What follows belongs to an exercise in optimizing a design on an open flow for small area and a short achievable clock period; a production flow would make more cautious choices.
Where RTL was checked, it was by simulation tests only, not by an equivalence proof against the original.
The clock port is modelled as an ideal driver, which makes a skipped or thinned clock tree look cheaper than it is; a real chip needs a root buffer or a tree.
No activity file was given, so power comes from the tool's default toggle rates.

==> inputs of 08-09 <==
==> flow/design.v <==
`timescale 1ns/1ps
package adc_capture_pkg;
   typedef logic [14-1:0]      adc_sample_t;
   typedef logic [16-1:0]   sample_t;
   typedef logic [32-1:0]     data_word_t;
   typedef logic [4-1:0] reg_addr_t;
   typedef logic [31:0]                reg_data_t;
   typedef logic [31:0]                word_count_t;
   typedef logic [15:0]                divider_t;      
   typedef enum logic {
      PACK_LOW,
      PACK_HIGH
   } pack_state_e;
   typedef enum logic {
      TURN_CH0,
      TURN_CH1
   } merge_turn_e;
endpackage
`timescale 1ns/1ps
module sample_fifo
#(
   parameter int DEPTH = 16,
   parameter int W     = 28
) (
   input  logic         user_clk_out,
   input  logic         sys_rst_n,
   input  logic         push_i,      
   input  logic [W-1:0] push_data_i,
   input  logic         pop_i,       
   output logic [W-1:0] head_o,
   output logic         empty_o,
   output logic         full_o
);
   logic [W-1:0]     mem [DEPTH];
   logic [DEPTH-1:0] lvl_q;
   logic [DEPTH:0]   lvl_x;
   logic [DEPTH-1:0] sel_hold, sel_next, sel_in;
   assign lvl_x = {1'b0, lvl_q};
   always_comb begin
      for (int i = 0; i < DEPTH; i++) begin
         sel_hold[i] = ~pop_i & lvl_x[i];
         sel_next[i] =  pop_i & lvl_x[i+1];
         sel_in[i]   = ~sel_hold[i] & ~sel_next[i];
      end
   end
   always_ff @(posedge user_clk_out) begin
      for (int i = 0; i < DEPTH-1; i++) begin
         mem[i] <= ({W{sel_hold[i]}} & mem[i])
                 | ({W{sel_next[i]}} & mem[i+1])
                 | ({W{sel_in[i]}}   & push_data_i);
      end
      mem[DEPTH-1] <= ({W{sel_hold[DEPTH-1]}} & mem[DEPTH-1])
                    | ({W{sel_in[DEPTH-1]}}   & push_data_i);
   end
   always_ff @(posedge user_clk_out or negedge sys_rst_n) begin
      if (!sys_rst_n) begin
         lvl_q <= '0;
      end else if (push_i & ~pop_i) begin
         lvl_q <= {lvl_q[DEPTH-2:0], 1'b1};
      end else if (pop_i & ~push_i) begin
         lvl_q <= {1'b0, lvl_q[DEPTH-1:1]};
      end
   end
   assign head_o  = mem[0];
   assign empty_o = ~lvl_q[0];
   assign full_o  = lvl_q[DEPTH-1];
endmodule
`timescale 1ns/1ps
module capture_channel
(
   input  logic        user_clk_out,
   input  logic        sys_rst_n,
   input  logic        enable_i,
   input  logic [15:0] divider_i,
   input  logic        count_clear_i,
   input  logic        count_load_i,
   input  logic [31:0] count_load_value_i,
   input  logic        adc_valid_i,
   input  logic [13:0] adc_sample_i,
   input  logic        pop_i,
   output logic [27:0] head_o,         
   output logic        empty_o,
   output logic        full_o,
   output logic [31:0] word_count_o,
   output logic        overflow_o
);
   logic [15:0] dec_cnt_q;
   logic        phase_q;        
   logic [13:0] low_q;
   logic        keep;
   logic        word_done;
   logic        push;
   logic last_q;
   logic lo_zero_q;
   logic [15:0] reload;
   assign reload = {divider_i[15:1], divider_i[0] | (divider_i == '0)};
   assign keep   = enable_i & adc_valid_i & last_q;
   always_ff @(posedge user_clk_out) begin
      if (!enable_i) begin
         dec_cnt_q <= 16'd1;
         last_q    <= 1'b1;
         lo_zero_q <= 1'b0;
      end else if (adc_valid_i) begin
         if (last_q) begin
            dec_cnt_q <= reload;
            last_q    <= (divider_i[15:1] == '0);
            lo_zero_q <= (reload[7:0] == '0);
         end else begin
            dec_cnt_q[7:0]  <= dec_cnt_q[7:0] - 1'b1;
            dec_cnt_q[15:8] <= dec_cnt_q[15:8] - {7'd0, lo_zero_q};
            last_q          <= (dec_cnt_q == 16'd2);
            lo_zero_q       <= (dec_cnt_q[7:0] == 8'd1);
         end
      end
   end
   always_ff @(posedge user_clk_out) begin
      if (!enable_i) begin
         phase_q <= 1'b0;
      end else if (keep) begin
         phase_q <= ~phase_q;
      end
   end
   always_ff @(posedge user_clk_out) begin
      if (!phase_q) begin
         low_q <= adc_sample_i;
      end
   end
   assign word_done = keep & phase_q;
   assign push      = word_done & ~full_o;    
   sample_fifo #(.W(28)) u_fifo (
      .user_clk_out, .sys_rst_n,
      .push_i (push), .push_data_i ({adc_sample_i, low_q}), .pop_i,
      .head_o, .empty_o, .full_o
   );
   always_ff @(posedge user_clk_out or negedge sys_rst_n) begin
      if (!sys_rst_n) begin
         word_count_o <= '0;
         overflow_o   <= 1'b0;
      end else if (count_clear_i) begin
         word_count_o <= '0;
         overflow_o   <= 1'b0;
      end else begin
         if (count_load_i) begin
            word_count_o <= count_load_value_i;
         end else if (push) begin
            word_count_o <= word_count_o + 1'b1;
         end
         if (word_done && full_o) begin
            overflow_o <= 1'b1;
         end
      end
   end
endmodule
`timescale 1ns/1ps
module host_regs
(
   input  logic        user_clk_out,
   input  logic        sys_rst_n,
   input  logic        reg_wr_i,
   input  logic        reg_rd_i,
   input  adc_capture_pkg::reg_addr_t   reg_addr_i,
   input  adc_capture_pkg::reg_data_t   reg_wdata_i,
   output adc_capture_pkg::reg_data_t   reg_rdata_o,
   output logic        reg_rvalid_o,
   output logic        ch0_enable_o,
   output logic        ch1_enable_o,
   output adc_capture_pkg::divider_t    ch0_divider_o,
   output adc_capture_pkg::divider_t    ch1_divider_o,
   output logic        ch0_count_clear_o,
   output logic        ch1_count_clear_o,
   output logic        ch0_count_load_o,
   output logic        ch1_count_load_o,
   input  adc_capture_pkg::word_count_t ch0_word_count_i,
   input  adc_capture_pkg::word_count_t ch1_word_count_i,
   input  logic        ch0_overflow_i,
   input  logic        ch1_overflow_i,
   input  logic        ch0_empty_i,
   input  logic        ch1_empty_i,
   input  logic        ch0_full_i,
   input  logic        ch1_full_i,
   output logic        stream_enable_o
);
   adc_capture_pkg::reg_data_t ch0_status;
   adc_capture_pkg::reg_data_t ch1_status;
   adc_capture_pkg::reg_data_t read_mux;
   always_ff @(posedge user_clk_out or negedge sys_rst_n) begin
      if (!sys_rst_n) begin
         ch0_enable_o    <= 1'b0;
         ch1_enable_o    <= 1'b0;
         ch0_divider_o   <= '0;
         ch1_divider_o   <= '0;
         stream_enable_o <= 1'b0;
      end else if (reg_wr_i) begin
         case (reg_addr_i)
            4'h0:    ch0_enable_o    <= reg_wdata_i[0];
            4'h1:     ch0_divider_o   <= adc_capture_pkg::divider_t'(reg_wdata_i);
            4'h4:    ch1_enable_o    <= reg_wdata_i[0];
            4'h5:     ch1_divider_o   <= adc_capture_pkg::divider_t'(reg_wdata_i);
            4'h8: stream_enable_o <= reg_wdata_i[0];
            default: ;   
         endcase
      end
   end
   assign ch0_count_clear_o = reg_wr_i & (reg_addr_i == 4'h0)
                              & reg_wdata_i[1];
   assign ch1_count_clear_o = reg_wr_i & (reg_addr_i == 4'h4)
                              & reg_wdata_i[1];
   assign ch0_count_load_o  = reg_wr_i & (reg_addr_i == 4'h3);
   assign ch1_count_load_o  = reg_wr_i & (reg_addr_i == 4'h7);
   assign ch0_status = {28'b0, ch0_overflow_i, ch0_full_i, ch0_empty_i, ch0_enable_o};
   assign ch1_status = {28'b0, ch1_overflow_i, ch1_full_i, ch1_empty_i, ch1_enable_o};
   adc_capture_pkg::reg_data_t ch0_read, ch1_read;
   always_comb begin
      case (reg_addr_i[1:0])
         2'd0:    ch0_read = {31'b0, ch0_enable_o};
         2'd1:    ch0_read = {16'b0, ch0_divider_o};
         2'd2:    ch0_read = ch0_status;
         default: ch0_read = ch0_word_count_i;
      endcase
      case (reg_addr_i[1:0])
         2'd0:    ch1_read = {31'b0, ch1_enable_o};
         2'd1:    ch1_read = {16'b0, ch1_divider_o};
         2'd2:    ch1_read = ch1_status;
         default: ch1_read = ch1_word_count_i;
      endcase
      if (!reg_addr_i[3])
         read_mux = reg_addr_i[2] ? ch1_read : ch0_read;
      else if (reg_addr_i[2:0] == 3'd0)
         read_mux = {31'b0, stream_enable_o};
      else
         read_mux = '0;    
   end
   always_ff @(posedge user_clk_out or negedge sys_rst_n) begin
      if (!sys_rst_n) begin
         reg_rdata_o  <= '0;
         reg_rvalid_o <= 1'b0;
      end else begin
         reg_rvalid_o <= reg_rd_i;
         if (reg_rd_i) begin
            reg_rdata_o <= read_mux;     
         end
      end
   end
endmodule
`timescale 1ns/1ps
module stream_merge
(
   input  logic        user_clk_out,
   input  logic        sys_rst_n,
   input  logic        stream_enable_i,
   input  logic [27:0] ch0_head_i,
   input  logic [27:0] ch1_head_i,
   input  logic        ch0_empty_i,
   input  logic        ch1_empty_i,
   output logic        ch0_pop_o,
   output logic        ch1_pop_o,
   output logic        out_valid_o,
   output logic [31:0] out_data_o,
   output logic        out_channel_o
);
   logic        turn_q;      
   logic        pick1;       
   logic [27:0] word;
   logic [27:0] data_q;
   assign pick1     = ~ch1_empty_i & (ch0_empty_i | turn_q);
   assign ch0_pop_o = stream_enable_i & ~ch0_empty_i & ~pick1;
   assign ch1_pop_o = stream_enable_i & pick1;
   always_ff @(posedge user_clk_out or negedge sys_rst_n) begin
      if (!sys_rst_n) begin
         turn_q      <= 1'b0;
         out_valid_o <= 1'b0;
      end else begin
         if (ch0_pop_o) begin
            turn_q <= 1'b1;
         end else if (ch1_pop_o) begin
            turn_q <= 1'b0;
         end
         out_valid_o <= ch0_pop_o | ch1_pop_o;
      end
   end
   assign word = pick1 ? ch1_head_i : ch0_head_i;
   always_ff @(posedge user_clk_out) begin
      data_q        <= word;
      out_channel_o <= pick1;
   end
   assign out_data_o = {data_q[27:14], 2'b00, data_q[13:0], 2'b00};
endmodule
`timescale 1ns/1ps
module adc_capture_top
(
   input  logic        user_clk_out,
   input  logic        sys_rst_n,
   input  logic        adc_valid_i,
   input  adc_capture_pkg::adc_sample_t adc_i_i,
   input  adc_capture_pkg::adc_sample_t adc_q_i,
   input  logic        reg_wr_i,
   input  logic        reg_rd_i,
   input  adc_capture_pkg::reg_addr_t   reg_addr_i,
   input  adc_capture_pkg::reg_data_t   reg_wdata_i,
   output adc_capture_pkg::reg_data_t   reg_rdata_o,
   output logic        reg_rvalid_o,
   output logic        out_valid_o,
   output adc_capture_pkg::data_word_t  out_data_o,
   output logic        out_channel_o
);
   logic        ch0_enable, ch1_enable;
   adc_capture_pkg::divider_t    ch0_divider, ch1_divider;
   logic        ch0_count_clear, ch1_count_clear;
   logic        ch0_count_load, ch1_count_load;
   adc_capture_pkg::word_count_t ch0_word_count, ch1_word_count;
   logic        ch0_overflow, ch1_overflow;
   logic        ch0_pop, ch1_pop;
   logic        ch0_empty, ch1_empty;
   logic        ch0_full, ch1_full;
   logic        stream_enable;
   logic [27:0] ch0_head28, ch1_head28;
   capture_channel u_ch0 (
      .user_clk_out, .sys_rst_n,
      .enable_i      (ch0_enable),      .divider_i   (ch0_divider),
      .count_clear_i (ch0_count_clear), .adc_valid_i (adc_valid_i),
      .count_load_i  (ch0_count_load),  .count_load_value_i (reg_wdata_i),
      .adc_sample_i  (adc_i_i),         .pop_i       (ch0_pop),
      .head_o (ch0_head28),      .empty_o     (ch0_empty),
      .full_o        (ch0_full),
      .word_count_o  (ch0_word_count),  .overflow_o  (ch0_overflow)
   );
   capture_channel u_ch1 (
      .user_clk_out, .sys_rst_n,
      .enable_i      (ch1_enable),      .divider_i   (ch1_divider),
      .count_clear_i (ch1_count_clear), .adc_valid_i (adc_valid_i),
      .count_load_i  (ch1_count_load),  .count_load_value_i (reg_wdata_i),
      .adc_sample_i  (adc_q_i),         .pop_i       (ch1_pop),
      .head_o (ch1_head28),      .empty_o     (ch1_empty),
      .full_o        (ch1_full),
      .word_count_o  (ch1_word_count),  .overflow_o  (ch1_overflow)
   );
   host_regs u_regs (
      .user_clk_out, .sys_rst_n,
      .reg_wr_i, .reg_rd_i, .reg_addr_i, .reg_wdata_i, .reg_rdata_o, .reg_rvalid_o,
      .ch0_enable_o      (ch0_enable),      .ch1_enable_o      (ch1_enable),
      .ch0_divider_o     (ch0_divider),     .ch1_divider_o     (ch1_divider),
      .ch0_count_clear_o (ch0_count_clear), .ch1_count_clear_o (ch1_count_clear),
      .ch0_count_load_o  (ch0_count_load),  .ch1_count_load_o  (ch1_count_load),
      .ch0_word_count_i  (ch0_word_count),  .ch1_word_count_i  (ch1_word_count),
      .ch0_overflow_i    (ch0_overflow),    .ch1_overflow_i    (ch1_overflow),
      .ch0_empty_i       (ch0_empty),       .ch1_empty_i       (ch1_empty),
      .ch0_full_i        (ch0_full),        .ch1_full_i        (ch1_full),
      .stream_enable_o   (stream_enable)
   );
   stream_merge u_merge (
      .user_clk_out, .sys_rst_n,
      .stream_enable_i (stream_enable),
      .ch0_head_i (ch0_head28), .ch1_head_i (ch1_head28),
      .ch0_empty_i (ch0_empty), .ch1_empty_i (ch1_empty),
      .ch0_pop_o   (ch0_pop),   .ch1_pop_o   (ch1_pop),
      .out_valid_o, .out_data_o, .out_channel_o
   );
endmodule
==> flow/flow/run.sh <==
#!/bin/bash
# Own layout flow: the standard flow (standard synthesis unchanged), with
# plain buffers on the ports instead of the delay cells buffer_ports picks,
# a clock tree with larger sink clusters and no dummy loads, and the clock
# port driving the tree's first branch buffers directly (post_cts.tcl).
set -euo pipefail
export BUFFER_PORTS_ARGS="-buffer_cell sky130_fd_sc_hd__buf_4"
export CTS_ARGS="-sink_clustering_enable -repair_clock_nets -sink_clustering_size 25 -sink_clustering_max_diameter 100 -dont_use_dummy_load"
export POST_CTS_TCL="$(pwd)/flow/post_cts.tcl"
bash standard.sh finish > standard.log 2>&1
==> flow/flow/post_cts.tcl <==
set root [get_cells -quiet clkbuf_0_user_clk_out]
if {[llength $root] == 1} {
  set loads [get_pins -of_objects [get_nets -of_objects [get_pins clkbuf_0_user_clk_out/X]] -filter "direction == input"]
  puts "root buffer loads: [llength $loads]"
  if {[llength $loads] <= 4} {
    remove_buffers $root
    estimate_parasitics -placement
    repair_timing_helper
    detailed_placement
    check_placement -verbose
  }
}
==> flow/standard.sh <==
#!/bin/bash
# synth_recipe.tcl (not shown) runs the flow's synth.tcl, then flattens the netlist and writes it again
# the make line also repeats each setting of config.mk as NAME=value (left out here)
make -C /OpenROAD-flow-scripts/flow DESIGN_CONFIG=/design/flow/config.mk WORK_HOME=/design/flow/orfs CLKGATE_MAP_FILE= SYNTH_SCRIPT=/design/flow/synth_recipe.tcl "${@:-finish}"
==> flow/config.mk <==
export PLATFORM = sky130hd
export DESIGN_NAME = adc_capture_top
export DESIGN_NICKNAME = adc_capture_top
export VERILOG_FILES = /design/flow/design.v
export SDC_FILE = /design/flow/constraint.sdc
export NUM_CORES = 4
export LEC_CHECK = 0
export CAP_MARGIN = 20
export CORE_MARGIN = 2
export CORE_UTILIZATION = 40
export SETUP_SLACK_MARGIN = 3.0
export SLEW_MARGIN = 20
==> flow/constraint.sdc <==
create_clock -name core_clock -period 5.0 [get_ports {user_clk_out}]
set_input_delay 1.0000 -clock core_clock [delete_from_list [all_inputs] [get_ports {user_clk_out}]]
set_output_delay 1.0000 -clock core_clock [all_outputs]
set_load 0.01 [all_outputs]
==> 12-03: changes against 08-09 <==
--- a/flow/design.v
+++ b/flow/design.v
@@ -92,22 +92,13 @@
    logic        push;
-   logic last_q;
-   logic lo_zero_q;
-   logic [15:0] reload;
-   assign reload = {divider_i[15:1], divider_i[0] | (divider_i == '0)};
-   assign keep   = enable_i & adc_valid_i & last_q;
-   always_ff @(posedge user_clk_out) begin
-      if (!enable_i) begin
-         dec_cnt_q <= 16'd1;
-         last_q    <= 1'b1;
-         lo_zero_q <= 1'b0;
+   assign keep = enable_i & adc_valid_i & (dec_cnt_q == '0);
+   always_ff @(posedge user_clk_out or negedge sys_rst_n) begin
+      if (!sys_rst_n) begin
+         dec_cnt_q <= '0;
+      end else if (!enable_i) begin
+         dec_cnt_q <= '0;
       end else if (adc_valid_i) begin
-         if (last_q) begin
-            dec_cnt_q <= reload;
-            last_q    <= (divider_i[15:1] == '0);
-            lo_zero_q <= (reload[7:0] == '0);
+         if (dec_cnt_q == '0) begin
+            dec_cnt_q <= (divider_i == '0) ? 16'd0 : divider_i - 1'b1;
          end else begin
-            dec_cnt_q[7:0]  <= dec_cnt_q[7:0] - 1'b1;
-            dec_cnt_q[15:8] <= dec_cnt_q[15:8] - {7'd0, lo_zero_q};
-            last_q          <= (dec_cnt_q == 16'd2);
-            lo_zero_q       <= (dec_cnt_q[7:0] == 8'd1);
+            dec_cnt_q <= dec_cnt_q - 1'b1;
          end
@@ -115,4 +106,6 @@
    end
-   always_ff @(posedge user_clk_out) begin
-      if (!enable_i) begin
+   always_ff @(posedge user_clk_out or negedge sys_rst_n) begin
+      if (!sys_rst_n) begin
+         phase_q <= 1'b0;
+      end else if (!enable_i) begin
          phase_q <= 1'b0;
@@ -129,3 +122,3 @@
    assign push      = word_done & ~full_o;    
-   sample_fifo #(.W(28)) u_fifo (
+   sample_fifo #(.DEPTH(16), .W(28)) u_fifo (
       .user_clk_out, .sys_rst_n,
@@ -211,22 +204,15 @@
    assign ch1_status = {28'b0, ch1_overflow_i, ch1_full_i, ch1_empty_i, ch1_enable_o};
-   adc_capture_pkg::reg_data_t ch0_read, ch1_read;
    always_comb begin
-      case (reg_addr_i[1:0])
-         2'd0:    ch0_read = {31'b0, ch0_enable_o};
-         2'd1:    ch0_read = {16'b0, ch0_divider_o};
-         2'd2:    ch0_read = ch0_status;
-         default: ch0_read = ch0_word_count_i;
-      endcase
-      case (reg_addr_i[1:0])
-         2'd0:    ch1_read = {31'b0, ch1_enable_o};
-         2'd1:    ch1_read = {16'b0, ch1_divider_o};
-         2'd2:    ch1_read = ch1_status;
-         default: ch1_read = ch1_word_count_i;
+      case (reg_addr_i)
+         4'h0:    read_mux = {31'b0, ch0_enable_o};
+         4'h1:     read_mux = {16'b0, ch0_divider_o};
+         4'h2:  read_mux = ch0_status;
+         4'h3:   read_mux = ch0_word_count_i;
+         4'h4:    read_mux = {31'b0, ch1_enable_o};
+         4'h5:     read_mux = {16'b0, ch1_divider_o};
+         4'h6:  read_mux = ch1_status;
+         4'h7:   read_mux = ch1_word_count_i;
+         4'h8: read_mux = {31'b0, stream_enable_o};
+         default:          read_mux = '0;    
       endcase
-      if (!reg_addr_i[3])
-         read_mux = reg_addr_i[2] ? ch1_read : ch0_read;
-      else if (reg_addr_i[2:0] == 3'd0)
-         read_mux = {31'b0, stream_enable_o};
-      else
-         read_mux = '0;    
    end
@@ -262,3 +248,2 @@
    logic        pick1;       
-   logic [27:0] word;
    logic [27:0] data_q;
@@ -280,5 +265,4 @@
    end
-   assign word = pick1 ? ch1_head_i : ch0_head_i;
    always_ff @(posedge user_clk_out) begin
-      data_q        <= word;
+      data_q        <= pick1 ? ch1_head_i : ch0_head_i;
       out_channel_o <= pick1;
@@ -322,3 +306,3 @@
       .adc_sample_i  (adc_i_i),         .pop_i       (ch0_pop),
-      .head_o (ch0_head28),      .empty_o     (ch0_empty),
+      .head_o        (ch0_head28),      .empty_o     (ch0_empty),
       .full_o        (ch0_full),
@@ -332,3 +316,3 @@
       .adc_sample_i  (adc_q_i),         .pop_i       (ch1_pop),
-      .head_o (ch1_head28),      .empty_o     (ch1_empty),
+      .head_o        (ch1_head28),      .empty_o     (ch1_empty),
       .full_o        (ch1_full),
@@ -352,3 +336,3 @@
       .stream_enable_i (stream_enable),
-      .ch0_head_i (ch0_head28), .ch1_head_i (ch1_head28),
+      .ch0_head_i  (ch0_head28),  .ch1_head_i  (ch1_head28),
       .ch0_empty_i (ch0_empty), .ch1_empty_i (ch1_empty),
==> flow/run.sh (new file) <==
#!/bin/bash
# synth_recipe.tcl (not shown) runs the flow's synth.tcl, then flattens the netlist and writes it again
# the make line also repeats each setting of config.mk as NAME=value (left out here)
make -C /OpenROAD-flow-scripts/flow DESIGN_CONFIG=/design/flow/config.mk WORK_HOME=/design/flow/orfs CLKGATE_MAP_FILE= SYNTH_SCRIPT=/design/flow/synth_recipe.tcl finish
- SETUP_SLACK_MARGIN: 3.0 -> default
removed: flow/flow/run.sh
removed: flow/flow/post_cts.tcl
removed: flow/standard.sh
==> summary.txt <==
item	08-09	12-03
Combinational-cell power consumption	3560 uW	4030 uW
Classification of the worst setup path	reg2out	in2reg
Adder and majority cell fraction of the synthesized area	0.00382	0.00273
Critical path's slowest cell	sky130_fd_sc_hd__dfrtp_2	sky130_fd_sc_hd__clkdlybuf4s50_1
Routed metal-1 wire length	56.9 mm	56.4 mm
Area of the die	0.117 mm2	0.117 mm2
Number of sequential storage elements	1159	1155
Launching instance or port of the critical path	u_merge.out_valid_o$_DFF_PN0_	reg_addr_i[2]
Count of unique library cells instantiated by Yosys	67	64
Period utilization	0.427	0.674
Termination of the worst setup path	out_valid_o	u_regs.ch1_divider_o[5]$_DFFE_PN0P_
HPWL after DPL	79.8 mm	84.5 mm
Status	no timing/DRC/antenna violations	no timing/DRC/antenna violations
Worst supply voltage drop on vdd	205 uV	325 uV
Only the layout flow was run in 08-09; the RTL was not checked for function there.

what the ideal ports hide:
The flow's constraints put no driver on any port. The routed layouts listed below were extracted and timed again, unchanged, in two steps.
Step 1: set_driving_cell puts a clkbuf_16 on user_clk_out and a buf_2 on each other input, an assumption about the parent block.
Step 2, shift: input delay + t, output delay - t, t = (earliest + latest rising clock arrival at the registers) / 2. This alone moves slack from input paths to output paths.
a / b / c = ideal ports / drivers / drivers and shift; a / b = the first two.
run	t, ns	setup WS [ns]	worst setup path after step 2
08-09	0.590	2.867 / 2.719 / 2.284	input to register
12-03	0.774	1.629 / 1.676 / 0.902	input to register
After both steps setup and hold are still met in every run listed. For 12-03, which loses most, drivers alone change the setup slack by +0.047 ns; drivers and shift together by -0.727 ns.
